This is an optimization exercise on Yosys and OpenROAD, whose aim is small area and a short achievable clock period, not a production implementation.
Where RTL was checked, it was by simulation tests only, not by an equivalence proof against the original.
No functional check of the RTL was part of runs 5 and 6.
Power figures rest on the tool's default switching activity, not on a simulated workload.

$ cat flow/design.v
module id_ld32 (
   input  logic        ld,
   input  logic        hold,
   input  logic [31:0] d,
   input  logic [31:0] q,
   output logic [31:0] y
);
   assign y = ({32{ld}} & d) | ({32{hold}} & q);
endmodule
module id_ld32x3 (
   input  logic        s0,
   input  logic        s1,
   input  logic        s2,
   input  logic [31:0] d0,
   input  logic [31:0] d1,
   input  logic [31:0] d2,
   output logic [31:0] y
);
   assign y = ({32{s0}} & d0) | ({32{s1}} & d1) | ({32{s2}} & d2);
endmodule
module id_xor32 (
   input  logic [31:0] a,
   input  logic [31:0] b,
   output logic [31:0] y
);
   assign y = a ^ b;
endmodule
module id_nor2x16 (
   input  logic [31:0] a,
   output logic [15:0] y
);
   for (genvar i = 0; i < 16; i++) begin : g
      assign y[i] = ~(a[2*i] | a[2*i+1]);
   end
endmodule
module id_nand2x8 (
   input  logic [15:0] a,
   output logic [7:0]  y
);
   for (genvar i = 0; i < 8; i++) begin : g
      assign y[i] = ~(a[2*i] & a[2*i+1]);
   end
endmodule
module id_nor2x4 (
   input  logic [7:0] a,
   output logic [3:0] y
);
   for (genvar i = 0; i < 4; i++) begin : g
      assign y[i] = ~(a[2*i] | a[2*i+1]);
   end
endmodule
module id_nand2x2 (
   input  logic [3:0] a,
   output logic [1:0] y
);
   for (genvar i = 0; i < 2; i++) begin : g
      assign y[i] = ~(a[2*i] & a[2*i+1]);
   end
endmodule
module id_nor2x1 (
   input  logic [1:0] a,
   output logic       y
);
   assign y = ~(a[0] | a[1]);
endmodule
module id_nz32h (
   input  logic [31:0] x,
   output logic [1:0]  y
);
   logic [15:0] l1;
   logic [7:0]  l2;
   logic [3:0]  l3;
   id_nor2x16 u1 (.a(x),  .y(l1));
   id_nand2x8 u2 (.a(l1), .y(l2));
   id_nor2x4  u3 (.a(l2), .y(l3));
   id_nand2x2 u4 (.a(l3), .y(y));
endmodule
module id_zero32 (
   input  logic [31:0] x,
   output logic        y
);
   logic [1:0] h;
   id_nz32h  u_h (.x(x), .y(h));
   id_nor2x1 u_5 (.a(h), .y(y));
endmodule
module id_ne32h (
   input  logic [31:0] a,
   input  logic [31:0] b,
   output logic [1:0]  y
);
   logic [31:0] x;
   id_xor32 u_x (.a(a), .b(b), .y(x));
   id_nz32h u_h (.x(x), .y(y));
endmodule
module id_o21ai (
   input  logic [1:0] a,
   input  logic       k,
   output logic       y
);
   assign y = ~(k & (a[0] | a[1]));
endmodule
module id_nand2 (
   input  logic a,
   input  logic k,
   output logic y
);
   assign y = ~(k & a);
endmodule
module id_dec5 (
   input  logic [4:0]  a,
   output logic [31:0] y
);
   for (genvar i = 0; i < 32; i++) begin : g
      assign y[i] = a == 5'(i);
   end
endmodule
module id_br_ctl (
   input  logic       freeze,
   input  logic       rst,
   input  logic       wb_en,
   input  logic [4:0] wb_dest,
   input  logic [4:0] rs,
   input  logic [4:0] rt,
   input  logic       rs_nz,
   input  logic       rt_nz,
   input  logic       is_bez,
   input  logic       is_bne,
   input  logic       is_jmp,
   output logic       k_jmp,      
   output logic       k_z_wb,     
   output logic       k_z_a,      
   output logic       k_ne_wb_b,  
   output logic       k_ne_a_wb,  
   output logic       k_ne_ab     
);
   logic go, hit_a, hit_b;
   assign go        = !freeze && !rst;
   assign hit_a     = wb_en && wb_dest == rs && rs_nz;
   assign hit_b     = wb_en && wb_dest == rt && rt_nz;
   assign k_jmp     = go && is_jmp;
   assign k_z_wb    = go && is_bez && hit_a;
   assign k_z_a     = go && is_bez && !hit_a;
   assign k_ne_wb_b = go && is_bne && hit_a && !hit_b;
   assign k_ne_a_wb = go && is_bne && !hit_a && hit_b;
   assign k_ne_ab   = go && is_bne && !hit_a && !hit_b;
endmodule
module id_and3 (
   input  logic a,
   input  logic b,
   input  logic c,
   output logic y
);
   assign y = a & b & c;
endmodule
module id_nand4 (
   input  logic a,
   input  logic b,
   input  logic c,
   input  logic d,
   output logic y
);
   assign y = ~(a & b & c & d);
endmodule
module id_br_or (
   input  logic       k_jmp,
   input  logic       k_z_wb,
   input  logic       k_z_a,
   input  logic       k_ne_wb_b,
   input  logic       k_ne_a_wb,
   input  logic       k_ne_ab,
   input  logic       z_wb,
   input  logic       z_a,
   input  logic [1:0] ne_wb_b,
   input  logic [1:0] ne_a_wb,
   input  logic [1:0] ne_ab,
   output logic       taken
);
   logic [5:0] t;    
   logic       u;
   id_nand2 u_t0 (.a(z_wb), .k(k_z_wb), .y(t[0]));
   id_nand2 u_t1 (.a(z_a),  .k(k_z_a),  .y(t[1]));
   id_o21ai u_t2 (.a(ne_wb_b), .k(k_ne_wb_b), .y(t[2]));
   id_o21ai u_t3 (.a(ne_a_wb), .k(k_ne_a_wb), .y(t[3]));
   id_o21ai u_t4 (.a(ne_ab),   .k(k_ne_ab),   .y(t[4]));
   assign t[5] = ~k_jmp;
   id_and3  u_u  (.a(t[1]), .b(t[4]), .c(t[5]), .y(u));
   id_nand4 u_or (.a(t[0]), .b(t[2]), .c(t[3]), .d(u), .y(taken));
endmodule
module id_stage #(
   parameter logic [31:0] NOP_WORD = 32'h0000_0000
) (
   input  logic        clk,
   input  logic        rst,
   input  logic [31:0] if_instruction,
   input  logic [31:0] if_pc,
   input  logic        freeze,
   input  logic        wb_en,
   input  logic [4:0]  wb_dest,
   input  logic [31:0] wb_value,
   output logic        branch_taken,
   output logic [31:0] branch_address,
   output logic [3:0]  ex_cmd,
   output logic [31:0] ex_val1,
   output logic [31:0] ex_val2,
   output logic [31:0] ex_st_val,
   output logic [4:0]  ex_dest,
   output logic        ex_wb_en,
   output logic        ex_mem_r_en,
   output logic        ex_mem_w_en,
   output logic [31:0] ex_pc
);
   localparam logic [5:0] OP_ADD  = 6'b000001, OP_SUB  = 6'b000011, OP_AND  = 6'b000101,
                          OP_OR   = 6'b000110, OP_NOR  = 6'b000111, OP_XOR  = 6'b001000,
                          OP_SLA  = 6'b001001, OP_SLL  = 6'b001010, OP_SRA  = 6'b001011,
                          OP_SRL  = 6'b001100, OP_ADDI = 6'b100000, OP_SUBI = 6'b100001,
                          OP_LD   = 6'b100100, OP_ST   = 6'b100101, OP_BEZ  = 6'b101000,
                          OP_BNE  = 6'b101001, OP_JMP  = 6'b101010;
   localparam logic [3:0] CMD_ADD = 4'b0000, CMD_SUB = 4'b0010, CMD_AND = 4'b0100,
                          CMD_OR  = 4'b0101, CMD_NOR = 4'b0110, CMD_XOR = 4'b0111,
                          CMD_SLA = 4'b1000, CMD_SLL = 4'b1001, CMD_SRA = 4'b1010,
                          CMD_SRL = 4'b1011;
   logic [31:1][31:0] rf, rf_d;
   logic [31:1]       rf_we, rf_hold;
   logic [31:0] wb_dec;
   id_dec5 u_dec_wb (.a(wb_dest), .y(wb_dec));
   for (genvar i = 1; i < 32; i++) begin : g_rf
      assign rf_we[i]   = wb_en && wb_dec[i];
      assign rf_hold[i] = !rf_we[i];
      id_ld32 u_ld (.ld(rf_we[i]), .hold(rf_hold[i]), .d(wb_value), .q(rf[i]), .y(rf_d[i]));
      always_ff @(posedge clk)
         rf[i] <= rf_d[i];
   end
   logic [31:0] ir;
   logic [31:0] pc_id;
   logic [31:2] tgt_q;         
   logic        valid;
   logic        bez_q, bne_q, jmp_q;    
   logic        rs_nz, rt_nz;           
   logic [31:0] a_q, b_q;               
   logic [5:0]  op;
   logic [4:0]  rs, rt, rd;
   logic [31:0] imm_sext;
   assign op       = ir[31:26];
   assign rs       = ir[25:21];
   assign rt       = ir[20:16];
   assign rd       = ir[15:11];
   assign imm_sext = {{16{ir[15]}}, ir[15:0]};
   logic hit_a, hit_b;
   assign hit_a = wb_en && wb_dest == rs && rs_nz;
   assign hit_b = wb_en && wb_dest == rt && rt_nz;
   logic [4:0]  nrs, nrt;
   logic        nhit_a, nhit_b;
   logic [32:0] a_sel, b_sel;
   assign nrs    = if_instruction[25:21];
   assign nrt    = if_instruction[20:16];
   assign nhit_a = wb_en && wb_dest == nrs && nrs != 5'd0;
   assign nhit_b = wb_en && wb_dest == nrt && nrt != 5'd0;
   logic [31:0] nrs_dec, nrt_dec;
   id_dec5 u_dec_rs (.a(nrs), .y(nrs_dec));
   id_dec5 u_dec_rt (.a(nrt), .y(nrt_dec));
   always_comb begin
      a_sel[0]  = freeze ? hit_a : nhit_a;
      b_sel[0]  = freeze ? hit_b : nhit_b;
      a_sel[32] = freeze && !hit_a;
      b_sel[32] = freeze && !hit_b;
      for (int i = 1; i < 32; i++) begin
         a_sel[i] = !freeze && nrs_dec[i] && !rf_we[i];
         b_sel[i] = !freeze && nrt_dec[i] && !rf_we[i];
      end
   end
   function automatic logic [31:0] rf_pick(input logic [32:0] sel, input logic [31:0] q);
      rf_pick = ({32{sel[0]}} & wb_value) | ({32{sel[32]}} & q);
      for (int i = 1; i < 32; i++)
         rf_pick = rf_pick | ({32{sel[i]}} & rf[i]);
   endfunction
   logic [3:0]  d_cmd;
   logic [4:0]  d_dest;
   logic        d_wb, d_mr, d_mw, use_imm;
   always_comb begin
      d_cmd   = CMD_ADD;
      d_dest  = 5'd0;
      d_wb    = 1'b0;
      d_mr    = 1'b0;
      d_mw    = 1'b0;
      use_imm = 1'b0;
      case (op)
         OP_ADD:  begin d_cmd = CMD_ADD; d_dest = rd; d_wb = 1'b1; end
         OP_SUB:  begin d_cmd = CMD_SUB; d_dest = rd; d_wb = 1'b1; end
         OP_AND:  begin d_cmd = CMD_AND; d_dest = rd; d_wb = 1'b1; end
         OP_OR:   begin d_cmd = CMD_OR;  d_dest = rd; d_wb = 1'b1; end
         OP_NOR:  begin d_cmd = CMD_NOR; d_dest = rd; d_wb = 1'b1; end
         OP_XOR:  begin d_cmd = CMD_XOR; d_dest = rd; d_wb = 1'b1; end
         OP_SLA:  begin d_cmd = CMD_SLA; d_dest = rd; d_wb = 1'b1; end
         OP_SLL:  begin d_cmd = CMD_SLL; d_dest = rd; d_wb = 1'b1; end
         OP_SRA:  begin d_cmd = CMD_SRA; d_dest = rd; d_wb = 1'b1; end
         OP_SRL:  begin d_cmd = CMD_SRL; d_dest = rd; d_wb = 1'b1; end
         OP_ADDI: begin d_cmd = CMD_ADD; d_dest = rt; d_wb = 1'b1; use_imm = 1'b1; end
         OP_SUBI: begin d_cmd = CMD_SUB; d_dest = rt; d_wb = 1'b1; use_imm = 1'b1; end
         OP_LD:   begin d_cmd = CMD_ADD; d_dest = rt; d_wb = 1'b1; d_mr = 1'b1; use_imm = 1'b1; end
         OP_ST:   begin d_cmd = CMD_ADD; d_mw = 1'b1; use_imm = 1'b1; end
         default: ;
      endcase
      if (d_dest == 5'd0)
         d_wb = 1'b0;
   end
   logic is_br;
   assign is_br = bez_q | bne_q | jmp_q;
   logic       z_wb, z_a;
   logic [1:0] ne_ab, ne_wb_b, ne_a_wb;
   id_zero32 u_z_wb    (.x(wb_value), .y(z_wb));
   id_zero32 u_z_a     (.x(a_q), .y(z_a));
   id_ne32h  u_ne_ab   (.a(a_q), .b(b_q), .y(ne_ab));
   id_ne32h  u_ne_wb_b (.a(wb_value), .b(b_q), .y(ne_wb_b));
   id_ne32h  u_ne_a_wb (.a(a_q), .b(wb_value), .y(ne_a_wb));
   logic k_jmp, k_z_wb, k_z_a, k_ne_wb_b, k_ne_a_wb, k_ne_ab;
   id_br_ctl u_br_ctl (
      .freeze(freeze), .rst(rst), .wb_en(wb_en), .wb_dest(wb_dest), .rs(rs), .rt(rt),
      .rs_nz(rs_nz), .rt_nz(rt_nz), .is_bez(bez_q), .is_bne(bne_q), .is_jmp(jmp_q),
      .k_jmp(k_jmp), .k_z_wb(k_z_wb), .k_z_a(k_z_a), .k_ne_wb_b(k_ne_wb_b),
      .k_ne_a_wb(k_ne_a_wb), .k_ne_ab(k_ne_ab)
   );
   logic taken_int;
   id_br_or u_br_or (
      .k_jmp(k_jmp), .k_z_wb(k_z_wb), .k_z_a(k_z_a), .k_ne_wb_b(k_ne_wb_b),
      .k_ne_a_wb(k_ne_a_wb), .k_ne_ab(k_ne_ab), .z_wb(z_wb), .z_a(z_a),
      .ne_wb_b(ne_wb_b), .ne_a_wb(ne_a_wb), .ne_ab(ne_ab), .taken(branch_taken)
   );
   id_br_or u_br_or_int (
      .k_jmp(k_jmp), .k_z_wb(k_z_wb), .k_z_a(k_z_a), .k_ne_wb_b(k_ne_wb_b),
      .k_ne_a_wb(k_ne_a_wb), .k_ne_ab(k_ne_ab), .z_wb(z_wb), .z_a(z_a),
      .ne_wb_b(ne_wb_b), .ne_a_wb(ne_a_wb), .ne_ab(ne_ab), .taken(taken_int)
   );
   assign branch_address = is_br ? {tgt_q, pc_id[1:0]} : 32'd0;
   logic [5:0]  nop;
   assign nop = if_instruction[31:26];
   logic [17:0] nt_lo;
   logic [13:0] nt_hi, pc_inc, pc_dec;
   logic [14:0] c_inc, c_dec;
   assign nt_lo    = {1'b0, if_pc[17:2], 1'b1} + {1'b0, if_instruction[15:0], 1'b1};
   assign c_inc[0] = 1'b1;
   assign c_dec[0] = 1'b1;
   for (genvar i = 0; i < 14; i++) begin : g_tgt_hi
      assign pc_inc[i]  = if_pc[18+i] ^ c_inc[i];
      assign c_inc[i+1] = if_pc[18+i] & c_inc[i];
      assign pc_dec[i]  = if_pc[18+i] ^ c_dec[i];
      assign c_dec[i+1] = ~if_pc[18+i] & c_dec[i];
   end
   assign nt_hi = (nt_lo[17] == if_instruction[15]) ? if_pc[31:18] :
                  nt_lo[17] ? pc_inc : pc_dec;
   logic        if_ld, if_hold;
   logic [31:0] ir_d, pc_d, tgt_d;
   assign if_ld   = !freeze;
   assign if_hold = freeze;
   id_ld32 u_ld_ir  (.ld(if_ld), .hold(if_hold), .d(if_instruction), .q(ir), .y(ir_d));
   id_ld32 u_ld_pc  (.ld(if_ld), .hold(if_hold), .d(if_pc), .q(pc_id), .y(pc_d));
   id_ld32 u_ld_tgt (.ld(if_ld), .hold(if_hold), .d({nt_hi, nt_lo[16:1], 2'b00}), .q({tgt_q, 2'b00}),
                     .y(tgt_d));
   always_ff @(posedge clk) begin
      ir    <= ir_d;
      pc_id <= pc_d;
      tgt_q <= tgt_d[31:2];
      a_q   <= rf_pick(a_sel, a_q);
      b_q   <= rf_pick(b_sel, b_q);
      if (!freeze) begin
         rs_nz <= nrs != 5'd0;
         rt_nz <= nrt != 5'd0;
      end
      if (rst || taken_int) begin
         valid <= 1'b0;
         bez_q <= 1'b0;
         bne_q <= 1'b0;
         jmp_q <= 1'b0;
      end else if (!freeze) begin
         valid <= 1'b1;
         bez_q <= nop == OP_BEZ;
         bne_q <= nop == OP_BNE;
         jmp_q <= nop == OP_JMP;
      end
   end
   logic        ex_clr, ex_ld, ex_hold, ex_isel, ex_nsel, ex_hisel;
   logic [15:0] ex_imm;
   logic        va_wb, va_q, vb_wb, vb_q, ex_pc_ld;
   logic [31:0] ex_val1_d, ex_st_val_d, ex_pc_d, ex_imm_d;
   assign ex_clr   = rst || (!freeze && (is_br || !valid));
   assign ex_ld    = !freeze || rst;
   assign ex_hold  = !ex_ld;
   assign va_wb    = ex_ld && !ex_clr && hit_a;
   assign va_q     = ex_ld && !ex_clr && !hit_a;
   assign vb_wb    = ex_ld && !ex_clr && hit_b;
   assign vb_q     = ex_ld && !ex_clr && !hit_b;
   assign ex_pc_ld = ex_ld && !ex_clr;
   id_ld32x3 u_ld_v1 (.s0(va_wb), .s1(va_q), .s2(ex_hold), .d0(wb_value), .d1(a_q),
                      .d2(ex_val1), .y(ex_val1_d));
   id_ld32x3 u_ld_st (.s0(vb_wb), .s1(vb_q), .s2(ex_hold), .d0(wb_value), .d1(b_q),
                      .d2(ex_st_val), .y(ex_st_val_d));
   id_ld32   u_ld_pcx (.ld(ex_pc_ld), .hold(ex_hold), .d(pc_id), .q(ex_pc), .y(ex_pc_d));
   id_ld32   u_ld_imm (.ld(ex_ld), .hold(ex_hold), .d({16'd0, ir[15:0]}), .q({16'd0, ex_imm}),
                       .y(ex_imm_d));
   always_ff @(posedge clk) begin
      ex_val1   <= ex_val1_d;
      ex_st_val <= ex_st_val_d;
      ex_pc     <= ex_pc_d;
      ex_imm    <= ex_imm_d[15:0];
      if (ex_ld) begin
         ex_cmd      <= ex_clr ? 4'd0 : d_cmd;
         ex_isel     <= !ex_clr && use_imm;
         ex_nsel     <= !ex_clr && !use_imm;
         ex_hisel    <= !ex_clr && use_imm && ir[15];
         ex_dest     <= ex_clr ? 5'd0 : d_dest;
         ex_wb_en    <= !ex_clr && d_wb;
         ex_mem_r_en <= !ex_clr && d_mr;
         ex_mem_w_en <= !ex_clr && d_mw;
      end
   end
   assign ex_val2[15:0]  = ({16{ex_isel}} & ex_imm) | ({16{ex_nsel}} & ex_st_val[15:0]);
   assign ex_val2[31:16] = {16{ex_hisel}} | ({16{ex_nsel}} & ex_st_val[31:16]);
endmodule
$ cat flow/flow/run.sh
#!/bin/bash
# Layout: the standard ORFS flow (standard.sh: standard synthesis, floorplan, power
# grid, placement, CTS, routing), with three changes:
#  * ports are buffered with buf_1 instead of the delay cell buffer_ports picks by default
#    (repair_design/repair_timing still resize them where needed);
#  * the clock tree is built from clkbuf_16 in larger sink clusters, without dummy loads;
#  * the resizer may change a cell's footprint when sizing (MATCH_CELL_FOOTPRINT=0), so
#    flip-flops on critical paths can take a stronger drive.
# Each tool's full output stays under orfs/logs/; make's own output goes to standard.log.
set -euo pipefail
export BUFFER_PORTS_ARGS="-buffer_cell sky130_fd_sc_hd__buf_1"
export CTS_ARGS="-sink_clustering_enable -repair_clock_nets -buf_list sky130_fd_sc_hd__clkbuf_16 -sink_clustering_size 24 -sink_clustering_max_diameter 80 -dont_use_dummy_load"
export MAKEFLAGS="MATCH_CELL_FOOTPRINT=0"
bash standard.sh > standard.log 2>&1
$ cat flow/standard.sh
#!/bin/bash
# synth_recipe.tcl (not shown) runs the flow's synth.tcl, then flattens the netlist and writes it again
# the make line also repeats each setting of config.mk as NAME=value (left out here)
make -C /OpenROAD-flow-scripts/flow DESIGN_CONFIG=/design/flow/config.mk WORK_HOME=/design/flow/orfs CLKGATE_MAP_FILE= SYNTH_SCRIPT=/design/flow/synth_recipe.tcl "${@:-finish}"
$ cat flow/config.mk
export PLATFORM = sky130hd
export DESIGN_NAME = id_stage
export DESIGN_NICKNAME = id_stage
export VERILOG_FILES = /design/flow/design.v
export SDC_FILE = /design/flow/constraint.sdc
export NUM_CORES = 4
export LEC_CHECK = 0
export CAP_MARGIN = 20
export CORE_MARGIN = 2
export CORE_UTILIZATION = 35
export PLACE_DENSITY = 0.5
export SETUP_SLACK_MARGIN = 3.0
export SLEW_MARGIN = 20
export SYNTH_HIERARCHICAL = 1
export TNS_END_PERCENT = 5
$ cat flow/constraint.sdc
create_clock -name core_clock -period 6.5 [get_ports {clk}]
set_input_delay 1.3000 -clock core_clock [delete_from_list [all_inputs] [get_ports {clk}]]
set_output_delay 1.3000 -clock core_clock [all_outputs]
set_load 0.01 [all_outputs]
==> reports/metrics.yaml, run 1 <==
maxCapViolCount: 0
dp.cells: 7297
synth_nets: 5414
power_switching_w: 0.005947
hold_viol: 0
clk_path_buf_depth: 3
cp.arrival_ps: 2880
cp_top_family: "flip-flops"
cts_buffers: 72
fp-row-count: 146
dp_hpwl_um: 198400
rsz0062_at_grt: "yes"
wl_um: 337100
max_stage_delay_ps: 850
antenna_found_initial: 15
cp.buffers_inverters: 1
tritoncts: "yes"
max_clock_freq_ghz: 0.2394
critPathSlowestCell: "dfxtp_1"
critical_path_class: "reg -> out"
synth.avg_cell_area_um2: 10.49
die_w_um: 402.3
vdd_ir_drop_max_v: 0.0002400
holdBufCountCts: 0
drtIter0Drc: 14160
seqPwrFrac: 0.602
root_buffer: "clkbuf_16"
globalplace.congestion: 0.9851
area_growth_pct: 8.982
period_minus_slack_ps: 4177
clk_pin_slew_ps: 100
core-area_um2: 158000
dieArea_um2: 161800
startpoint_type: "flop"
grt_max_degree: 89
final_core_util: 0.3830
end_kind: "primary output"
insertion_delay_ps: 750
relSlewSlack: 0.1511
cp_max_fo: 5
grt_pass1_vias: 51370
synthCells: 5292
drtPass1Iterations: 14
crit_required_ps: 5200
io_buffers: 277
grt_overflow: 0
h-tree-depth: 3
switching_share: 0.3214
start_util: 0.3514
synth_warnings: 7
finalMaxSlewViolations: 0
routedWlPerCell_um: 45.11
synth_area_um2: 55520
leakage_nw: 24.66
min_path_type: "reg -> reg"
skew_ps: 88.00
vias: 56470
p_per_area_nw_per_um2: 305.8
power.internal_w: 0.01256
grt_pass1_wl_um: 445300
p_comb_frac: 0.138
setup_tns_ps: 0
cp_cell_sequence: "xor2_1, nor2_1, nand2_1, nor2_1, nand2_1, o21ai_1, and3_1, nand4_1, buf_4"
grt_use_total: 0.3925
nets: 5505
ant_nets: 0
fp.dieH_um: 402.3
via_per_inst: 7.556
p_clk_frac: 0.260
cts.sinks: 1283
p_total_w: 0.01850
setup_viol_count_final: 0
ioPinCount: 278
drc: 0
fin_cells: 7474
worst_pin_slew_ps: 1273
drive_above_1_share: 0.1191
status: "complete, no violations"
finalCritPeriodShare: 0.6426
-- what timing repair did --
item | CTS | global route
pin swaps | 17 | 14
gates cloned | 8 | 6
setup buffers | 28 | 41
resized for setup | 160 | 65
endpoints found under the hold margin | 0 | 0
endpoints found under the setup margin | 388 | 303
-- worst register-to-register path, cell delays in order (launching register included) --
cell      delay [ps]
dfxtp_1          350
nor3_2           190
buf_4            420
nand3_1          340
inv_1            110
buf_4            410
and2_1           670
buf_4            400
a222oi_1         160
inv_1             90
-- sequential cells by signal, indices dropped and copies added (netlist names), 4 cells and up --
register	count
pc_id	32
ex_cmd	4
b_q	32
rf	992
a_q	32
ex_imm	16
ex_st_val	32
ir	32
ex_pc	32
tgt_q	30
ex_val1	32
ex_dest	5
-- stage by stage --
stage / instance area [um^2] / worst slack, ps / hold WS, ps
final: 60510 / 2323 / 462.1
after global routing: 60460 / 2323 / 490.7
after CTS: 59780 / 2504 / 458.6
after detailed placement: 57270 / 1411 / 446.7
after global placement: 57270 / 1414 / 445.1
after floorplan: 55540 / 2619 / 431.2
-- metal layers --
| metal | up-vias | routed length (um) | GRT usage |
|---|---|---|---|
| met3 | 1774 | 50890 | 0.1608 |
| met2 | 5893 | 128000 | 0.5224 |
| li1 | 21350 | - | - |
| met5 | - | 299 | 0.01517 |
| met4 | 8 | 33070 | 0.2904 |
| met1 | 27450 | 124900 | 0.5011 |
-- worst paths after layout --
check | start | slack (ps) | cells past startpoint | to
max reg2reg | jmp_q | 3250 | 9 | ex_val1[17]
max | a_q[16] | 2320 | 9 | branch_taken
min | ex_val1[17] | 460 | 2 | ex_val1[17]
min reg2reg | ex_val1[17] | 460 | 2 | ex_val1[17]
-- power by group through the flow --
| stage | sequential [W] | clock (W) | combinational, W |
|---|---|---|---|
| 6_report | 0.0111 | 0.00482 | 0.00256 |
| 2_1_floorplan | 0.0103 | 0 | 0.00172 |
| 3_5_place_dp | 0.0111 | 0 | 0.00240 |
| 5_1_grt | 0.0111 | 0.00504 | 0.00271 |
| 3_3_place_gp | 0.0112 | 0 | 0.00235 |
| 4_1_cts | 0.0109 | 0.00479 | 0.00244 |
-- final cells by class --
type	count	area (um^2)
Fill cell	15500	97500
Multi-Input combinational cell	3384	26380
Sequential cell	1283	25860
Timing Repair Buffer	534	3406
Tap cell	2072	2592
Clock buffer	72	1802
Inverter	108	419.2
Antenna cell	21	52.55
-- cells in the final DEF (no fill, tap or decap), types with 10 or more instances in the layout --
cell / count
buf_1: 239
diode_2: 21
a21o_1: 27
xnor2_1: 37
a221oi_1: 170
buf_12: 14
nand3b_1: 10
dfxtp_1: 1260
buf_6: 19
inv_1: 75
buf_4: 232
and3_4: 55
edfxtp_1: 17
and3_2: 19
a22oi_1: 361
a21oi_1: 18
nor2_1: 222
mux2i_1: 13
a22o_1: 1257
nor3_1: 67
nand4_1: 163
nand2_4: 15
clkbuf_16: 74
ha_1: 16
inv_2: 27
or3b_4: 10
a222oi_1: 253
nand2_1: 200
a22o_2: 70
xor2_1: 115
nor2b_1: 39
nand3_1: 111
nand2_2: 19
==> run 2: changes to the inputs <==
==> flow/flow/run.sh (replaced) <==
#!/bin/bash
# Layout: the standard ORFS flow (standard.sh: standard synthesis, floorplan, power
# grid, placement, CTS, routing), with two changes:
#  * ports are buffered with buf_1 instead of the delay cell buffer_ports picks by default
#    (repair_design/repair_timing still resize them where needed);
#  * the clock tree is built from clkbuf_16 in larger sink clusters, without dummy loads.
# Each tool's full output stays under orfs/logs/; make's own output goes to standard.log.
set -euo pipefail
export BUFFER_PORTS_ARGS="-buffer_cell sky130_fd_sc_hd__buf_1"
export CTS_ARGS="-sink_clustering_enable -repair_clock_nets -buf_list sky130_fd_sc_hd__clkbuf_16 -sink_clustering_size 24 -sink_clustering_max_diameter 80 -dont_use_dummy_load"
bash standard.sh > standard.log 2>&1
==> reports/metrics.yaml, run 2 <==
status: "complete, no violations"
ant_nets: 0
drtIter0Drc: 14520
grt_pass1_wl_um: 443800
synthCells: 5292
critical_path_class: "in -> out"
h-tree-depth: 3
max_stage_delay_ps: 230
worst_pin_slew_ps: 1258
end_kind: "primary output"
min_path_type: "reg -> reg"
maxCapViolCount: 0
cp_common_cell: "nor2_1"
finalCritPeriodShare: 0.6294
cp_cell_sequence: "clkbuf_8, xor2_1, nor2_1, nand2_1, nor2_1, nand2_2, o21ai_1, nand4_1, buf_4"
holdBufCountCts: 0
drive_above_1_share: 0.1201
synth.avg_cell_area_um2: 10.49
core-area_um2: 158000
p_comb_frac: 0.139
vias: 56860
root_buffer: "clkbuf_16"
globalplace.congestion: 0.9851
switching_share: 0.3222
top_register: "rf"
final_common_cell: "dfxtp_1"
io_buffers: 277
setup_tns_ps: 0
hold_viol: 0
area_growth_pct: 9.252
max_clock_freq_ghz: 0.2444
largest_reg_flops: 992
synth_nets: 5414
dieArea_um2: 161800
cts_buffers: 71
vdd_ir_drop_max_v: 0.0002153
dp_hpwl_um: 198300
fin_cells: 7485
rsz0062_at_grt: "yes"
cp.arrival_ps: 2790
tritoncts: "yes"
grt_use_total: 0.3909
p_per_area_nw_per_um2: 305.0
ioPinCount: 278
power_switching_w: 0.005962
die_w_um: 402.3
antenna_found_initial: 22
p_clk_frac: 0.260
finalMaxSlewViolations: 0
relSlewSlack: 0.1615
fp.dieH_um: 402.3
grt_max_degree: 85
grt_pass1_vias: 51350
via_per_inst: 7.596
cp_max_fo: 38
cts.sinks: 1283
wl_um: 336800
synth_warnings: 7
drtPass1Iterations: 13
critPathSlowestCell: "clkbuf_8"
nets: 5512
leakage_nw: 24.71
routedWlPerCell_um: 44.99
most-common-layout-cells: "dfxtp_1, a22o_1, a22oi_1, a222oi_1, buf_4"
power.internal_w: 0.01254
fp-row-count: 146
synth_area_um2: 55520
clk_path_buf_depth: 3
startpoint_type: "input pin"
seqPwrFrac: 0.601
drc: 0
insertion_delay_ps: 740
setup_viol_count_final: 0
grt_overflow: 0
start_util: 0.3514
period_minus_slack_ps: 4091
crit_required_ps: 5200
skew_ps: 79.16
clk_pin_slew_ps: 40
dp.cells: 7297
## run 2: changes by cell type in the layout (fill, tap and decap cells not counted), moves of 4 or more
| cell | before | now |
|---|---|---|
| buf_2 | 9 | 2 |
| buf_4 | 232 | 240 |
| buf_6 | 19 | 9 |
| clkbuf_4 | 5 | 14 |
| clkbuf_8 | 0 | 12 |
| diode_2 | 21 | 25 |
## run 2: worst paths after layout
kind / startpoint / endpoint / slack (ps) / cells after the start
worst min register to register: ex_val1[17] / ex_val1[17] / 470 / 2
worst max-delay path: wb_value[7] / branch_taken / 2410 / 9
worst min-delay path: ex_val1[17] / ex_val1[17] / 470 / 2
worst max register to register: bne_q / ex_val1[17] / 3260 / 9
## run 2: what timing repair did
item	4_1_cts	5_1_grt
resized for setup	158	34
pin swaps	30	19
setup endpoints to repair	389	223
gates cloned	8	5
buffers inserted	31	47
## run 2: critical path, delay by kind of cell
| kind | cells | cell delay (ps) |
|---|---|---|
| and+or+nand+nor | 5 | 640 |
| buffers and inverters | 2 | 400 |
| xor gates and xnor gates | 1 | 220 |
| AOI/OAI and AO/OA | 1 | 180 |
## run 2: metrics by stage
stage | cell area [um^2] | util | worst slack, ps | total power [W] | hold WS [ps]
final | 60660 | 0.3839 | 2409 | 0.01850 | 466.4
after global routing | 60600 | 0.3835 | 2350 | 0.01889 | 486.1
after CTS | 60010 | 0.3797 | 2510 | 0.01817 | 463.9
after detailed placement | 57270 | 0.3625 | 1367 | 0.01350 | 449.3
after global placement | 57270 | 0.3624 | 1414 | 0.01350 | 445.1
after floorplan | 55540 | - | 2619 | 0.01204 | 431.2
## run 2: routing by layer
| metal | vias to the layer above | track usage | wire, um | part of all wire |
|---|---|---|---|---|
| met5 | - | 0.007434 | 338 | 0.0010 |
| met4 | 18 | 0.2808 | 31540 | 0.094 |
| met3 | 1696 | 0.1669 | 51650 | 0.15 |
| met2 | 5863 | 0.5234 | 128000 | 0.38 |
| met1 | 27910 | 0.4958 | 125300 | 0.37 |
| li1 | 21370 | - | - | - |
## run 2: cell type report
| type | instances | area [um^2] |
|---|---|---|
| antenna | 25 | 62.56 |
| sequential | 1283 | 25860 |
| tap | 2072 | 2592 |
| inverter | 108 | 419.2 |
| fill | 15440 | 97350 |
| timing repair buffer | 545 | 3597 |
| multi-input combinational | 3381 | 26350 |
| clock buffer | 71 | 1777 |
## run 2: power groups by stage
stage / Sequential [W] / Combinational (W) / Clock [W]
floorplan: 0.0103 / 0.00172 / 0
global placement: 0.0112 / 0.00235 / 0
detailed placement: 0.0111 / 0.00240 / 0
CTS: 0.0109 / 0.00245 / 0.00477
global route: 0.0111 / 0.00273 / 0.00502
finish: 0.0111 / 0.00257 / 0.00481
==> run 3: changes to the inputs <==
--- a/flow/config.mk
+++ b/flow/config.mk
@@ -5,11 +5,11 @@
 export SDC_FILE = /design/flow/constraint.sdc
 export NUM_CORES = 4
 export LEC_CHECK = 0
-export CAP_MARGIN = 20
+export CAP_MARGIN = 10
 export CORE_MARGIN = 2
 export CORE_UTILIZATION = 35
 export PLACE_DENSITY = 0.5
 export SETUP_SLACK_MARGIN = 3.0
-export SLEW_MARGIN = 20
+export SLEW_MARGIN = 10
 export SYNTH_HIERARCHICAL = 1
 export TNS_END_PERCENT = 5
==> reports/metrics.yaml, run 3 <==
status: "complete, no violations"
p_per_area_nw_per_um2: 303.7
worst_pin_slew_ps: 1315
via_per_inst: 7.571
io_buffers: 277
drtIter0Drc: 14400
setup_viol_count_final: 0
maxCapViolCount: 0
grt_use_total: 0.3941
synth_warnings: 7
p_total_w: 0.01855
tritoncts: "yes"
cp.buffers_inverters: 1
end_kind: "primary output"
multi_input_area_um2: 26350
skew_ps: 89.11
area_growth_pct: 9.998
final_core_util: 0.3865
cp_top_family: "simple AND/OR/NAND/NOR gates"
hold_start: "ex_val1[17]"
grt_pass1_vias: 51650
critPathSlowestCell: "dfxtp_1"
leakage_nw: 24.93
antenna_found_initial: 19
die_w_um: 402.3
setup_tns_ps: 0
finalMaxSlewViolations: 0
grt_pass1_wl_um: 447000
insertion_delay_ps: 750
synth_nets: 5414
clk_pin_slew_ps: 80
fp-row-count: 146
routedWlPerCell_um: 45.16
min_path_cells: 2
timing.rr.start: "a_q[16]"
grt_max_degree: 88
synthCells: 5292
wl_um: 339000
dieArea_um2: 161800
ioPinCount: 278
min_path_type: "reg -> reg"
n_fill_cell: 15450
cts.sinks: 1283
top_register: "rf"
period_minus_slack_ps: 4165
stdcell_area_um2: 61080
hold_viol: 0
core-area_um2: 158000
max_stage_delay_ps: 840
clk_path_buf_depth: 3
fp.dieH_um: 402.3
hold_ws_ps: 460.8
worstRegToRegCells: 25
finalCritPeriodShare: 0.6408
cp_cell_sequence: "xor2_1, nor2_1, nand2_1, nor2_1, nand2_1, o21ai_1, and3_1, nand4_1, buf_4"
vias: 56830
synth_area_um2: 55520
root_buffer: "clkbuf_16"
startpoint_type: "flop"
seqCellArea_um2: 25870
ant_nets: 0
drtPass1Iterations: 13
rsz0062_at_grt: "yes"
drc: 0
cp_max_fo: 4
h-tree-depth: 3
min_to: "ex_val1[17]"
cp.arrival_ps: 2870
most-common-layout-cells: "a22o_1, dfxtp_1, a22oi_1, a222oi_1, buf_4"
max_clock_freq_ghz: 0.2401
nets: 5535
critical_path_class: "reg -> out"
grt_overflow: 0
rrSetupSlack_ps: 2770
relSlewSlack: 0.1232
vdd_ir_drop_max_v: 0.0002406
dp_hpwl_um: 198400
crit_required_ps: 5200
globalplace.congestion: 0.9851
cts_buffers: 72
place_area_um2: 57270
largest_reg_flops: 992
regToRegEndpoint: "valid"
start_util: 0.3514
synth.avg_cell_area_um2: 10.49
drive_above_1_share: 0.1251
run 3: how the worst max path moves through the flow:
stage,from,endpoint,slack [ps],depth (start not counted)
after global routing,wb_dest[3],branch_taken,2350,10
after detailed placement,wb_dest[2],a_q[13],1410,11
after floorplan,if_pc[18],tgt_q[31],2620,8
final,b_q[19],branch_taken,2330,9
after global placement,wb_dest[0],a_q[5],1410,13
after CTS,wb_dest[3],branch_taken,2520,10
run 3: worst reg2reg max path, cell delays in order, from the launching register on:
cell and delay [ps]:
dfxtp_1 770, xor2_1 160, nor2_1 150, nand2_2 130, nor2_1 140, nand2_2 100, buf_6 130, buf_6 100
buf_6 100, buf_6 100, buf_6 100, buf_6 100, buf_6 100, buf_6 100, buf_6 100, buf_6 100
buf_6 100, buf_6 100, buf_6 100, buf_6 100, buf_6 110, o21ai_2 160, nand4_1 130, buf_6 170
nor2_2 70, o21a_1 110
run 3: what timing repair did:
item | CTS | global route
setup buffers | 63 | 32
setup endpoints to repair | 388 | 244
endpoints found under the hold margin | 0 | 0
resized for setup | 159 | 77
pin swaps | 34 | 11
cloned | 12 | 7
hold buffers | 0 | 0
run 3: layer usage:
metal,part of all wire,track usage,routed length (um),up-vias
met5,0.00065,0.002081,219,-
met1,0.37,0.5022,125200,27690
li1,-,-,-,21400
met4,0.095,0.2812,32150,16
met3,0.15,0.1662,51990,1775
met2,0.38,0.5279,129500,5952
run 3: layout make-up:
type,count,area share
tap,2072,0.04245
timing repair buffer,567,0.06527
sequential,1283,0.4235
antenna,24,0.0009833
multi-input combinational,3381,0.4314
inverter,108,0.006904
clock buffer,72,0.02950
run 3: metrics by stage:
step | instances | worst slack [ps]
after floorplan | 5292 | 2619
after global placement | 7297 | 1414
after detailed placement | 7297 | 1411
after CTS | 7444 | 2518
after global routing | 7488 | 2350
final | 7507 | 2335
run 3: where the power goes:
| group | switching, W | internal, W |
|---|---|---|
| Sequential | 0.00182 | 0.00930 |
| Combinational | 0.00130 | 0.00130 |
| Clock | 0.00284 | 0.00198 |
==> run 4: changes to the inputs <==
--- a/flow/config.mk
+++ b/flow/config.mk
@@ -7,8 +7,8 @@
 export LEC_CHECK = 0
 export CAP_MARGIN = 10
 export CORE_MARGIN = 2
-export CORE_UTILIZATION = 35
-export PLACE_DENSITY = 0.5
+export CORE_UTILIZATION = 40
+export PLACE_DENSITY = 0.6
 export SETUP_SLACK_MARGIN = 3.0
 export SLEW_MARGIN = 10
 export SYNTH_HIERARCHICAL = 1
==> reports/metrics.yaml, run 4 <==
root_buffer: "clkbuf_16"
fp-row-count: 136
regToRegEndpoint: "ex_val1[16]"
most-common-layout-cells: "dfxtp_1, a22o_1, a22oi_1, buf_4, a222oi_1"
grt_max_degree: 116
crit_required_ps: 5200
status: "failed layout checks"
max_clock_freq_ghz: 0.2466
synth_nets: 5414
dp_hpwl_um: 187600
min_path_type: "reg -> reg"
grt_pass1_vias: 52250
routedWlPerCell_um: 45.71
timing.rr.start: "jmp_q"
drtPass1Iterations: 15
insertion_delay_ps: 760
synth_area_um2: 55520
relSlewSlack: -0.01818
vdd_ir_drop_max_v: 0.0002251
ant_nets: 0
p_per_area_nw_per_um2: 299.1
maxCapViolCount: 1
synth.avg_cell_area_um2: 10.49
largest_reg_flops: 992
leakage_nw: 25.12
critical_path_class: "reg -> out"
clk_path_buf_depth: 3
finalMaxSlewViolations: 33
synth_warnings: 7
startpoint_type: "flop"
max_stage_delay_ps: 740
h-tree-depth: 3
hold_viol: 0
fp.dieH_um: 376.6
top_register: "rf"
drc: 0
worst_pin_slew_ps: 1525
final_common_cell: "dfxtp_1"
cts.sinks: 1283
setup_tns_ps: 0
cts_buffers: 67
tritoncts: "yes"
start_util: 0.4033
synthCells: 5292
hold_start: "ex_val1[0]"
period_minus_slack_ps: 4054
skew_ps: 80.81
globalplace.congestion: 1.036
core-area_um2: 137700
so_faults: "capacitance limit, slew limit"
drive_above_1_share: 0.1284
vias: 59170
critPathSlowestCell: "dfxtp_1"
cp_cell_sequence: "xor2_1, nor2_1, nand2_1, nor2_1, nand2_1, o21ai_1, and3_1, nand4_1, buf_6"
rrSetupSlack_ps: 3860
ioPinCount: 278
area_growth_pct: 10.24
io_buffers: 277
via_per_inst: 8.138
antenna_found_initial: 31
nets: 5560
end_kind: "primary output"
grt_pass1_wl_um: 438500
grt_overflow: 0
min_path_cells: 2
grt_use_total: 0.4415
setup_viol_count_final: 0
finalCritPeriodShare: 0.6238
wl_um: 332400
hold_ws_ps: 469.8
min_to: "ex_val1[0]"
die_w_um: 376.6
drtIter0Drc: 16880
worstRegToRegCells: 8
final_core_util: 0.4447
rsz0062_at_grt: "yes"
p_total_w: 0.01831
cp_max_fo: 4
clk_pin_slew_ps: 110
dieArea_um2: 141800
cp.arrival_ps: 2750
[run 4: routing by layer]
metal,GRT usage,share of wire,vias up
li1,-,-,21490
met1,0.5299,0.35,28330
met2,0.5601,0.36,6939
met3,0.2723,0.18,2384
met4,0.3209,0.11,25
met5,0.03362,0.0018,-
[run 4: area by class of cell]
cell class | instances | area [um^2]
antenna | 41 | 102.6
clock buffer | 67 | 1677
fill | 12920 | 76450
inverter | 108 | 412.9
multi-input combinational | 3389 | 26470
sequential | 1283 | 25870
tap | 1794 | 2245
timing repair buffer | 589 | 4436
[run 4: how the worst max path moves through the flow]
stage	from	to	slack, ps	depth (start not counted)
after floorplan	if_pc[18]	tgt_q[31]	2620	8
after global placement	wb_dest[0]	b_q[15]	1220	11
after detailed placement	wb_dest[0]	b_q[15]	1260	11
after CTS	wb_dest[3]	branch_taken	2540	10
after global routing	wb_dest[3]	branch_taken	2400	9
final	b_q[16]	branch_taken	2450	9
[run 4: metrics by stage]
step | area (um^2) | setup WS [ps] | cells
floorplan | 55540 | 2619 | 5292
global placement | 56940 | 1221 | 7025
detailed placement | 56940 | 1258 | 7025
CTS | 60310 | 2536 | 7172
global route | 61130 | 2402 | 7240
finish | 61210 | 2446 | 7271
[run 4: worst max-delay path: cells and delay by family (launching register included)]
family	cells	cell delay, ps
AND/OR/NAND/NOR	6	820
buffers and inverters	1	150
AO/OA/AOI/OAI	1	150
XOR/XNOR	1	140
flip-flops	1	740
[run 4: where the power goes]
group | total, W | internal (W) | switching (W)
sequential | 0.0111 | 0.00930 | 0.00183
combinational | 0.00257 | 0.00130 | 0.00127
clock | 0.00460 | 0.00185 | 0.00275
total | 0.0183 | 0.0125 | 0.00585
[run 4: timing repair]
action,4_1_cts,5_1_grt
pin swaps,38,31
endpoints found under the setup margin,444,139
hold buffers,0,0
setup buffers,61,51
gates resized for setup,190,63
gates cloned,19,7
==> run 5: changes to the inputs <==
--- a/flow/design.v
+++ b/flow/design.v
@@ -221,12 +221,21 @@
                           CMD_SRL = 4'b1011;
    logic [31:1][31:0] rf, rf_d;
    logic [31:1]       rf_we, rf_hold;
-   logic [31:0] wb_dec;
+   logic              pw_en;
+   logic [4:0]        pw_dest;
+   logic [31:0]       pw_val;
+   logic [31:0]       pw_dec, wb_dec;
+   always_ff @(posedge clk) begin
+      pw_en   <= wb_en && wb_dest != 5'd0;
+      pw_dest <= wb_dest;
+      pw_val  <= wb_value;
+   end
+   id_dec5 u_dec_pw (.a(pw_dest), .y(pw_dec));
    id_dec5 u_dec_wb (.a(wb_dest), .y(wb_dec));
    for (genvar i = 1; i < 32; i++) begin : g_rf
-      assign rf_we[i]   = wb_en && wb_dec[i];
+      assign rf_we[i]   = pw_en && pw_dec[i];
       assign rf_hold[i] = !rf_we[i];
-      id_ld32 u_ld (.ld(rf_we[i]), .hold(rf_hold[i]), .d(wb_value), .q(rf[i]), .y(rf_d[i]));
+      id_ld32 u_ld (.ld(rf_we[i]), .hold(rf_hold[i]), .d(pw_val), .q(rf[i]), .y(rf_d[i]));
       always_ff @(posedge clk)
          rf[i] <= rf_d[i];
    end
@@ -250,12 +259,12 @@
    assign hit_b = wb_en && wb_dest == rt && rt_nz;
    logic [4:0]  nrs, nrt;
    logic        nhit_a, nhit_b;
-   logic [32:0] a_sel, b_sel;
+   logic [33:0] a_sel, b_sel;
+   logic [31:0] nrs_dec, nrt_dec;
    assign nrs    = if_instruction[25:21];
    assign nrt    = if_instruction[20:16];
    assign nhit_a = wb_en && wb_dest == nrs && nrs != 5'd0;
    assign nhit_b = wb_en && wb_dest == nrt && nrt != 5'd0;
-   logic [31:0] nrs_dec, nrt_dec;
    id_dec5 u_dec_rs (.a(nrs), .y(nrs_dec));
    id_dec5 u_dec_rt (.a(nrt), .y(nrt_dec));
    always_comb begin
@@ -263,13 +272,15 @@
       b_sel[0]  = freeze ? hit_b : nhit_b;
       a_sel[32] = freeze && !hit_a;
       b_sel[32] = freeze && !hit_b;
+      a_sel[33] = !freeze && !nhit_a && pw_en && pw_dest == nrs;
+      b_sel[33] = !freeze && !nhit_b && pw_en && pw_dest == nrt;
       for (int i = 1; i < 32; i++) begin
-         a_sel[i] = !freeze && nrs_dec[i] && !rf_we[i];
-         b_sel[i] = !freeze && nrt_dec[i] && !rf_we[i];
+         a_sel[i] = !freeze && nrs_dec[i] && !(wb_en && wb_dec[i]) && !rf_we[i];
+         b_sel[i] = !freeze && nrt_dec[i] && !(wb_en && wb_dec[i]) && !rf_we[i];
       end
    end
-   function automatic logic [31:0] rf_pick(input logic [32:0] sel, input logic [31:0] q);
-      rf_pick = ({32{sel[0]}} & wb_value) | ({32{sel[32]}} & q);
+   function automatic logic [31:0] rf_pick(input logic [33:0] sel, input logic [31:0] q);
+      rf_pick = ({32{sel[0]}} & wb_value) | ({32{sel[32]}} & q) | ({32{sel[33]}} & pw_val);
       for (int i = 1; i < 32; i++)
          rf_pick = rf_pick | ({32{sel[i]}} & rf[i]);
    endfunction
==> flow/flow/run.sh (replaced) <==
#!/bin/bash
# Layout: the standard ORFS flow (standard.sh: standard synthesis, floorplan, power
# grid, placement, CTS, routing), with three changes:
#  * ports are buffered with buf_1 instead of the delay cell buffer_ports picks by default
#    (repair_design/repair_timing still resize them where needed);
#  * the clock tree is built from clkbuf_16 in larger sink clusters, without dummy loads;
#  * the resizer may change a cell's footprint when sizing (MATCH_CELL_FOOTPRINT=0), so
#    flip-flops on critical paths can take a stronger drive.
# Each tool's full output stays under orfs/logs/; make's own output goes to standard.log.
set -euo pipefail
export BUFFER_PORTS_ARGS="-buffer_cell sky130_fd_sc_hd__buf_1"
export CTS_ARGS="-sink_clustering_enable -repair_clock_nets -buf_list sky130_fd_sc_hd__clkbuf_16 -sink_clustering_size 24 -sink_clustering_max_diameter 80 -dont_use_dummy_load"
export MAKEFLAGS="MATCH_CELL_FOOTPRINT=0"
bash standard.sh > standard.log 2>&1
==> flow/config.mk (replaced) <==
export PLATFORM = sky130hd
export DESIGN_NAME = id_stage
export DESIGN_NICKNAME = id_stage
export VERILOG_FILES = /design/flow/design.v
export SDC_FILE = /design/flow/constraint.sdc
export NUM_CORES = 4
export LEC_CHECK = 0
export CAP_MARGIN = 20
export CORE_MARGIN = 2
export CORE_UTILIZATION = 35
export PLACE_DENSITY = 0.5
export SETUP_SLACK_MARGIN = 3.0
export SLEW_MARGIN = 20
export SYNTH_HIERARCHICAL = 1
export TNS_END_PERCENT = 5
==> reports/metrics.yaml, run 5 <==
status: "complete, no violations"
leakage_nw: 24.71
grt_max_degree: 98
hold_ws_ps: 470.8
tritoncts: "yes"
synth_nets: 5635
insertion_delay_ps: 750
top_register: "rf"
rsz0062_at_grt: "yes"
h-tree-depth: 3
synthCells: 5513
max_stage_delay_ps: 770
grt_overflow: 0
critPathSlowestCell: "dfxtp_1"
maxCapViolCount: 0
power.internal_w: 0.01276
cp.arrival_ps: 2730
n_fill_cell: 16180
end_kind: "primary output"
drc: 0
final_common_cell: "dfxtp_1"
seqCellArea_um2: 26680
power_switching_w: 0.005905
worst_pin_slew_ps: 1263
ant_nets: 0
setup_viol_count_final: 0
via_per_inst: 7.721
finalMaxSlewViolations: 0
grt_pass1_vias: 53330
synth_area_um2: 57470
clk_path_buf_depth: 3
skew_ps: 77.21
nets: 5691
start_util: 0.3527
final_core_util: 0.3808
routed.top_layer: "met5"
relSlewSlack: 0.1580
io_buffers: 277
min_path_type: "reg -> reg"
fp.dieH_um: 409.2
max_clock_freq_ghz: 0.2484
p_clk_frac: 0.262
most-common-layout-cells: "dfxtp_1, a22o_1, a22oi_1, nor2_1, buf_1"
vdd_ir_drop_max_v: 0.0002404
fp-row-count: 148
drt-met1-wl_um: 131500
cts_buffers: 73
clk_pin_slew_ps: 90
vias: 60060
die_w_um: 409.2
seqPwrFrac: 0.608
antenna_found_initial: 36
wl_met3_um: 60750
dp_hpwl_um: 206900
worst_slack_ps: 2475
hold_viol: 0
drtPass1Iterations: 12
switching_share: 0.3163
globalplace.congestion: 1.002
grt_pass1_wl_um: 476300
core-area_um2: 163000
routedWlPerCell_um: 46.42
synth_warnings: 7
cp_cell_sequence: "xor2_1, nor2_1, nand2_1, nor2_1, nand2_1, o21ai_1, and3_1, nand4_1, buf_2"
pre_cts_slack_ps: 1712
crit_required_ps: 5200
finalCritPeriodShare: 0.6192
rrSetupSlack_ps: 2590
dieArea_um2: 167400
root_buffer: "clkbuf_16"
startpoint_type: "flop"
p_per_area_nw_per_um2: 300.8
largest_reg_flops: 992
wl_met2_um: 137300
critical_path_class: "reg -> out"
grt_use_total: 0.4082
drive_above_1_share: 0.1187
area_growth_pct: 7.988
period_minus_slack_ps: 4025
cp_max_fo: 5
multi_input_area_um2: 26970
cts.sinks: 1321
drtIter0Drc: 15180
p_comb_frac: 0.130
setup_tns_ps: 0
wl_um: 361100
ioPinCount: 278
synth.avg_cell_area_um2: 10.42
## run 5: worst max-delay path, delay by kind of cell, from the launching register on
family / cells / cell delay [ps]
and+or+nand+nor: 6 / 750
xor gates and xnor gates: 1 / 140
buffers and inverters: 1 / 170
DFF: 1 / 770
AOI/OAI and AO/OA: 1 / 160
## run 5: path summary, 6_finish.rpt
kind / start / to / cells past startpoint
hold reg to reg: tgt_q[15] / tgt_q[15] / 1
setup reg to reg: pw_dest[4] / b_q[16] / 11
hold / removal: tgt_q[15] / tgt_q[15] / 1
setup / recovery: a_q[12] / branch_taken / 9
## run 5: power groups by stage
stage               registers (W)  logic, W  clock network [W]
CTS                        0.0112   0.00230            0.00486
global placement           0.0114   0.00223                  0
floorplan                  0.0106   0.00167                  0
finish                     0.0114   0.00243            0.00489
detailed placement         0.0113   0.00228                  0
global route               0.0114   0.00256            0.00512
## run 5: metal layers
metal | up-vias | global-route usage
met5 | - | 0.01379
met3 | 2132 | 0.2091
met2 | 6923 | 0.5486
met1 | 28940 | 0.5077
li1 | 22040 | -
met4 | 16 | 0.2558
## run 5: cell type report
class                   instances  area share
multi-input cells            3534      0.4346
flip-flops and latches       1321      0.4299
repair buffers                529     0.05379
well taps                    2175     0.04385
clock buffers                  73     0.02944
inverters                     110    0.007016
diodes                         36    0.001452
## run 5: through the flow
| step | instances | power (W) | cell area, um^2 |
|---|---|---|---|
| 2_1_floorplan | 5513 | 0.01225 | 57470 |
| 3_3_place_gp | 7638 | 0.01360 | 59350 |
| 3_5_place_dp | 7639 | 0.01360 | 59390 |
| 4_1_cts | 7723 | 0.01832 | 61530 |
| 5_1_grt | 7743 | 0.01905 | 61970 |
| 6_report | 7778 | 0.01867 | 62060 |
## run 5: repair_timing
item / 4_1_cts / 5_1_grt
gates resized for setup: 146 / 83
hold buffers: 0 / 0
pin swaps: 13 / 17
buffers inserted: 11 / 16
setup endpoints to repair: 73 / 95
gates cloned: 0 / 2
==> run 6: changes to the inputs <==
--- a/flow/design.v
+++ b/flow/design.v
@@ -92,20 +92,6 @@
    id_xor32 u_x (.a(a), .b(b), .y(x));
    id_nz32h u_h (.x(x), .y(y));
 endmodule
-module id_o21ai (
-   input  logic [1:0] a,
-   input  logic       k,
-   output logic       y
-);
-   assign y = ~(k & (a[0] | a[1]));
-endmodule
-module id_nand2 (
-   input  logic a,
-   input  logic k,
-   output logic y
-);
-   assign y = ~(k & a);
-endmodule
 module id_dec5 (
    input  logic [4:0]  a,
    output logic [31:0] y
@@ -114,60 +100,48 @@
       assign y[i] = a == 5'(i);
    end
 endmodule
-module id_br_ctl (
-   input  logic       freeze,
-   input  logic       rst,
+module id_br_hit (
    input  logic       wb_en,
    input  logic [4:0] wb_dest,
-   input  logic [4:0] rs,
-   input  logic [4:0] rt,
-   input  logic       rs_nz,
-   input  logic       rt_nz,
-   input  logic       is_bez,
-   input  logic       is_bne,
-   input  logic       is_jmp,
-   output logic       k_jmp,      
-   output logic       k_z_wb,     
-   output logic       k_z_a,      
-   output logic       k_ne_wb_b,  
-   output logic       k_ne_a_wb,  
-   output logic       k_ne_ab     
-);
-   logic go, hit_a, hit_b;
-   assign go        = !freeze && !rst;
-   assign hit_a     = wb_en && wb_dest == rs && rs_nz;
-   assign hit_b     = wb_en && wb_dest == rt && rt_nz;
-   assign k_jmp     = go && is_jmp;
-   assign k_z_wb    = go && is_bez && hit_a;
-   assign k_z_a     = go && is_bez && !hit_a;
-   assign k_ne_wb_b = go && is_bne && hit_a && !hit_b;
-   assign k_ne_a_wb = go && is_bne && !hit_a && hit_b;
-   assign k_ne_ab   = go && is_bne && !hit_a && !hit_b;
-endmodule
-module id_and3 (
-   input  logic a,
-   input  logic b,
-   input  logic c,
-   output logic y
+   input  logic [4:0] r,
+   input  logic       r_nz,
+   output logic       h,
+   output logic       h_n
 );
-   assign y = a & b & c;
+   assign h   = wb_en && wb_dest == r && r_nz;
+   assign h_n = !h;
 endmodule
-module id_nand4 (
-   input  logic a,
-   input  logic b,
+module id_t_z (
+   input  logic g,
    input  logic c,
-   input  logic d,
+   input  logic z,
    output logic y
 );
-   assign y = ~(a & b & c & d);
+   assign y = ~(g & c & z);
+endmodule
+module id_t_ne (
+   input  logic       g,
+   input  logic       c1,
+   input  logic       c2,
+   input  logic [1:0] a,
+   output logic       y
+);
+   assign y = ~(g & c1 & c2 & (a[0] | a[1]));
+endmodule
+module id_nand6 (
+   input  logic [5:0] a,
+   output logic       y
+);
+   assign y = ~(&a);
 endmodule
 module id_br_or (
-   input  logic       k_jmp,
-   input  logic       k_z_wb,
-   input  logic       k_z_a,
-   input  logic       k_ne_wb_b,
-   input  logic       k_ne_a_wb,
-   input  logic       k_ne_ab,
+   input  logic       g_bez,
+   input  logic       g_bne,
+   input  logic       g_jmp,
+   input  logic       ha,
+   input  logic       ha_n,
+   input  logic       hb,
+   input  logic       hb_n,
    input  logic       z_wb,
    input  logic       z_a,
    input  logic [1:0] ne_wb_b,
@@ -176,15 +150,13 @@
    output logic       taken
 );
    logic [5:0] t;    
-   logic       u;
-   id_nand2 u_t0 (.a(z_wb), .k(k_z_wb), .y(t[0]));
-   id_nand2 u_t1 (.a(z_a),  .k(k_z_a),  .y(t[1]));
-   id_o21ai u_t2 (.a(ne_wb_b), .k(k_ne_wb_b), .y(t[2]));
-   id_o21ai u_t3 (.a(ne_a_wb), .k(k_ne_a_wb), .y(t[3]));
-   id_o21ai u_t4 (.a(ne_ab),   .k(k_ne_ab),   .y(t[4]));
-   assign t[5] = ~k_jmp;
-   id_and3  u_u  (.a(t[1]), .b(t[4]), .c(t[5]), .y(u));
-   id_nand4 u_or (.a(t[0]), .b(t[2]), .c(t[3]), .d(u), .y(taken));
+   id_t_z  u_t0 (.g(g_bez), .c(ha),   .z(z_wb), .y(t[0]));
+   id_t_z  u_t1 (.g(g_bez), .c(ha_n), .z(z_a),  .y(t[1]));
+   id_t_ne u_t2 (.g(g_bne), .c1(ha),   .c2(hb_n), .a(ne_wb_b), .y(t[2]));
+   id_t_ne u_t3 (.g(g_bne), .c1(ha_n), .c2(hb),   .a(ne_a_wb), .y(t[3]));
+   id_t_ne u_t4 (.g(g_bne), .c1(ha_n), .c2(hb_n), .a(ne_ab),   .y(t[4]));
+   assign t[5] = ~g_jmp;
+   id_nand6 u_or (.a(t), .y(taken));
 endmodule
 module id_stage #(
    parameter logic [31:0] NOP_WORD = 32'h0000_0000
@@ -323,23 +295,22 @@
    id_ne32h  u_ne_ab   (.a(a_q), .b(b_q), .y(ne_ab));
    id_ne32h  u_ne_wb_b (.a(wb_value), .b(b_q), .y(ne_wb_b));
    id_ne32h  u_ne_a_wb (.a(a_q), .b(wb_value), .y(ne_a_wb));
-   logic k_jmp, k_z_wb, k_z_a, k_ne_wb_b, k_ne_a_wb, k_ne_ab;
-   id_br_ctl u_br_ctl (
-      .freeze(freeze), .rst(rst), .wb_en(wb_en), .wb_dest(wb_dest), .rs(rs), .rt(rt),
-      .rs_nz(rs_nz), .rt_nz(rt_nz), .is_bez(bez_q), .is_bne(bne_q), .is_jmp(jmp_q),
-      .k_jmp(k_jmp), .k_z_wb(k_z_wb), .k_z_a(k_z_a), .k_ne_wb_b(k_ne_wb_b),
-      .k_ne_a_wb(k_ne_a_wb), .k_ne_ab(k_ne_ab)
-   );
+   logic ha, ha_n, hb, hb_n, g_bez, g_bne, g_jmp;
+   id_br_hit u_hit_a (.wb_en(wb_en), .wb_dest(wb_dest), .r(rs), .r_nz(rs_nz), .h(ha), .h_n(ha_n));
+   id_br_hit u_hit_b (.wb_en(wb_en), .wb_dest(wb_dest), .r(rt), .r_nz(rt_nz), .h(hb), .h_n(hb_n));
+   assign g_bez = !freeze && !rst && bez_q;
+   assign g_bne = !freeze && !rst && bne_q;
+   assign g_jmp = !freeze && !rst && jmp_q;
    logic taken_int;
    id_br_or u_br_or (
-      .k_jmp(k_jmp), .k_z_wb(k_z_wb), .k_z_a(k_z_a), .k_ne_wb_b(k_ne_wb_b),
-      .k_ne_a_wb(k_ne_a_wb), .k_ne_ab(k_ne_ab), .z_wb(z_wb), .z_a(z_a),
-      .ne_wb_b(ne_wb_b), .ne_a_wb(ne_a_wb), .ne_ab(ne_ab), .taken(branch_taken)
+      .g_bez(g_bez), .g_bne(g_bne), .g_jmp(g_jmp), .ha(ha), .ha_n(ha_n), .hb(hb), .hb_n(hb_n),
+      .z_wb(z_wb), .z_a(z_a), .ne_wb_b(ne_wb_b), .ne_a_wb(ne_a_wb), .ne_ab(ne_ab),
+      .taken(branch_taken)
    );
    id_br_or u_br_or_int (
-      .k_jmp(k_jmp), .k_z_wb(k_z_wb), .k_z_a(k_z_a), .k_ne_wb_b(k_ne_wb_b),
-      .k_ne_a_wb(k_ne_a_wb), .k_ne_ab(k_ne_ab), .z_wb(z_wb), .z_a(z_a),
-      .ne_wb_b(ne_wb_b), .ne_a_wb(ne_a_wb), .ne_ab(ne_ab), .taken(taken_int)
+      .g_bez(g_bez), .g_bne(g_bne), .g_jmp(g_jmp), .ha(ha), .ha_n(ha_n), .hb(hb), .hb_n(hb_n),
+      .z_wb(z_wb), .z_a(z_a), .ne_wb_b(ne_wb_b), .ne_a_wb(ne_a_wb), .ne_ab(ne_ab),
+      .taken(taken_int)
    );
    assign branch_address = is_br ? {tgt_q, pc_id[1:0]} : 32'd0;
    logic [5:0]  nop;
==> reports/metrics.yaml, run 6 <==
io_buffers: 277
pre_cts_slack_ps: 1421
drtPass1Iterations: 20
fp.dieH_um: 411.1
stdcell_area_um2: 62650
vdd_ir_drop_max_v: 0.0002370
h-tree-depth: 3
rsz0062_at_grt: "yes"
cp_top_family: "simple AND/OR/NAND/NOR gates"
synth.avg_cell_area_um2: 10.53
core-area_um2: 164800
cts.sinks: 1321
period_minus_slack_ps: 4332
switching_share: 0.3094
power_switching_w: 0.005813
insertion_delay_ps: 780
power.internal_w: 0.01298
startpoint_type: "flop"
hold_viol: 0
drc: 0
path_depth: 8
via_per_inst: 7.639
top_usage_layer: "met2"
cp.buffers_inverters: 1
largest_reg_flops: 992
synth_warnings: 7
critPathSlowestCell: "dfxtp_1"
cp.arrival_ps: 3030
clk_path_buf_depth: 3
ant_nets: 0
drive_above_1_share: 0.1291
crit_required_ps: 5200
fp-row-count: 149
min_path_cells: 1
wl_um: 355100
grt_max_degree: 79
finalMaxSlewViolations: 0
max_clock_freq_ghz: 0.2308
vias: 59550
most-common-layout-cells: "dfxtp_1, a22o_1, a22oi_1, buf_4, nor2_1"
worst_pin_slew_ps: 1259
grt_use_total: 0.3970
fin_cells: 7795
grt_overflow: 0
met1_usage: 0.4978
dp_hpwl_um: 209500
status: "complete, no violations"
nets: 5709
relSlewSlack: 0.1607
cp_cell_sequence: "nor2_1, nand2_1, nor2_1, nand2_1, nor2_1, nand3_1, nand3_4, buf_6"
globalplace.congestion: 0.9983
holdBufCountCts: 0
synth_area_um2: 58000
skew_ps: 83.36
top_register: "rf"
p_comb_frac: 0.129
seqPwrFrac: 0.595
end_kind: "primary output"
critical_path_class: "reg -> out"
min_path_type: "reg -> reg"
antenna_found_initial: 20
start_util: 0.3519
grt_pass1_vias: 53220
root_buffer: "clkbuf_16"
maxCapViolCount: 0
grtUsageMet3: 0.1742
area_growth_pct: 8.008
max_stage_delay_ps: 490
worst_slack_ps: 2168
leakage_nw: 25.15
die_w_um: 411.1
grt_pass1_wl_um: 468800
worstRegToRegCells: 6
setup_tns_ps: 0
use_met2: 0.5325
dieArea_um2: 169000
cp_common_cell: "nor2_1"
tritoncts: "yes"
synth_nets: 5628
place_area_um2: 59870
clk_pin_slew_ps: 90
p_per_area_nw_per_um2: 299.9
p_clk_frac: 0.276
cp_max_fo: 5
dp.cells: 7662
routedWlPerCell_um: 45.56
final_common_cell: "dfxtp_1"
cts_buffers: 81
setup_viol_count_final: 0
drtIter0Drc: 14400
synthCells: 5506
ioPinCount: 278
finalCritPeriodShare: 0.6665
==> run 6: cell types whose count changed in the layout (fill, tap and decap cells not counted), moves of 12 or more <==
cell and change:
a221oi_2 +12, a22oi_1 -12, dfxtp_1 +20, diode_2 -15
a2111oi_2 +23, a2111oi_0 -27, buf_4 +26, dfxtp_2 -18
nand2_1 -12
==> run 6: path summary, 6_finish.rpt <==
kind | from | to | slack, ps
setup / recovery | a_q[26] | branch_taken | 2170
hold / removal | tgt_q[23] | tgt_q[23] | 460
setup reg to reg | pw_en | rf[758] | 2660
hold reg to reg | tgt_q[23] | tgt_q[23] | 460
==> run 6: what timing repair did <==
action,4_1_cts,5_1_grt
hold endpoints to repair,0,0
resized for setup,150,71
setup buffers,7,23
cloned,0,1
endpoints found under the setup margin,157,175
pin swaps,19,22
==> run 6: metrics by stage <==
step	power, W	util	hold slack [ps]
5_1_grt	0.01920	0.3799	477.7
4_1_cts	0.01846	0.3775	460.6
3_3_place_gp	0.01346	0.3631	447.2
2_1_floorplan	0.01229	-	431.2
3_5_place_dp	0.01348	0.3633	444.2
6_report	0.01879	0.3801	461.2
==> run 6: layer usage <==
metal  vias up  part of all wire  wire [um]
met5         -           0.00068        243
met4        20             0.091      32470
met3      2022              0.16      56980
met2      6638              0.38     136600
met1     28790              0.36     128800
li1      22080                 -          -
==> run 6: power by group through the flow <==
stage	sequential [W]	combinational [W]	clock, W
global placement	0.0112	0.00223	0
global route	0.0112	0.00256	0.00541
floorplan	0.0106	0.00170	0
finish	0.0112	0.00242	0.00518
detailed placement	0.0112	0.00227	0
CTS	0.0110	0.00230	0.00512
==> run 6: cell type report <==
type	instances	area [um^2]
fill	16260	102200
multi-input combinational	3527	27300
sequential	1321	26650
timing repair buffer	547	3450
tap	2189	2739
clock buffer	81	2027
inverter	109	424.2
antenna	21	52.55

afterwards: timing with drivers on the ports:
In the flow no input, the clock included, has a driving cell. The finished layouts below were timed again as built, in two steps.
Step 1 sets driving cells, clkbuf_16 on the clock port and buf_2 on the other inputs (assumed; they add their load-dependent delay and slew).
Step 2, shift: input delay + t, output delay - t, t = (earliest + latest rising clock arrival at the registers) / 2. This alone moves slack from input paths to output paths.
Three values: ideal ports, drivers, drivers and shift; two values: the first two.
run	t, ns	slack for setup (ns)	slew at the worst register clock pin (ns)	worst data-port slew with drivers (ns)
run 1	0.789	2.323 / 2.241 / 1.757	0.11 / 0.11	0.19
run 2	0.791	2.409 / 2.327 / 1.788	0.11 / 0.11	0.20
run 3	0.800	2.335 / 2.245 / 1.750	0.11 / 0.11	0.23
run 4	0.799	2.446 / 2.318 / 1.712	0.11 / 0.11	0.20
run 5	0.797	2.475 / 2.389 / 1.775	0.11 / 0.11	0.10
run 6	0.823	2.168 / 2.078 / 1.726	0.11 / 0.11	0.09
The setup slack of run 4, which loses most, moves by -0.128 ns with the drivers and by -0.734 ns with both steps.
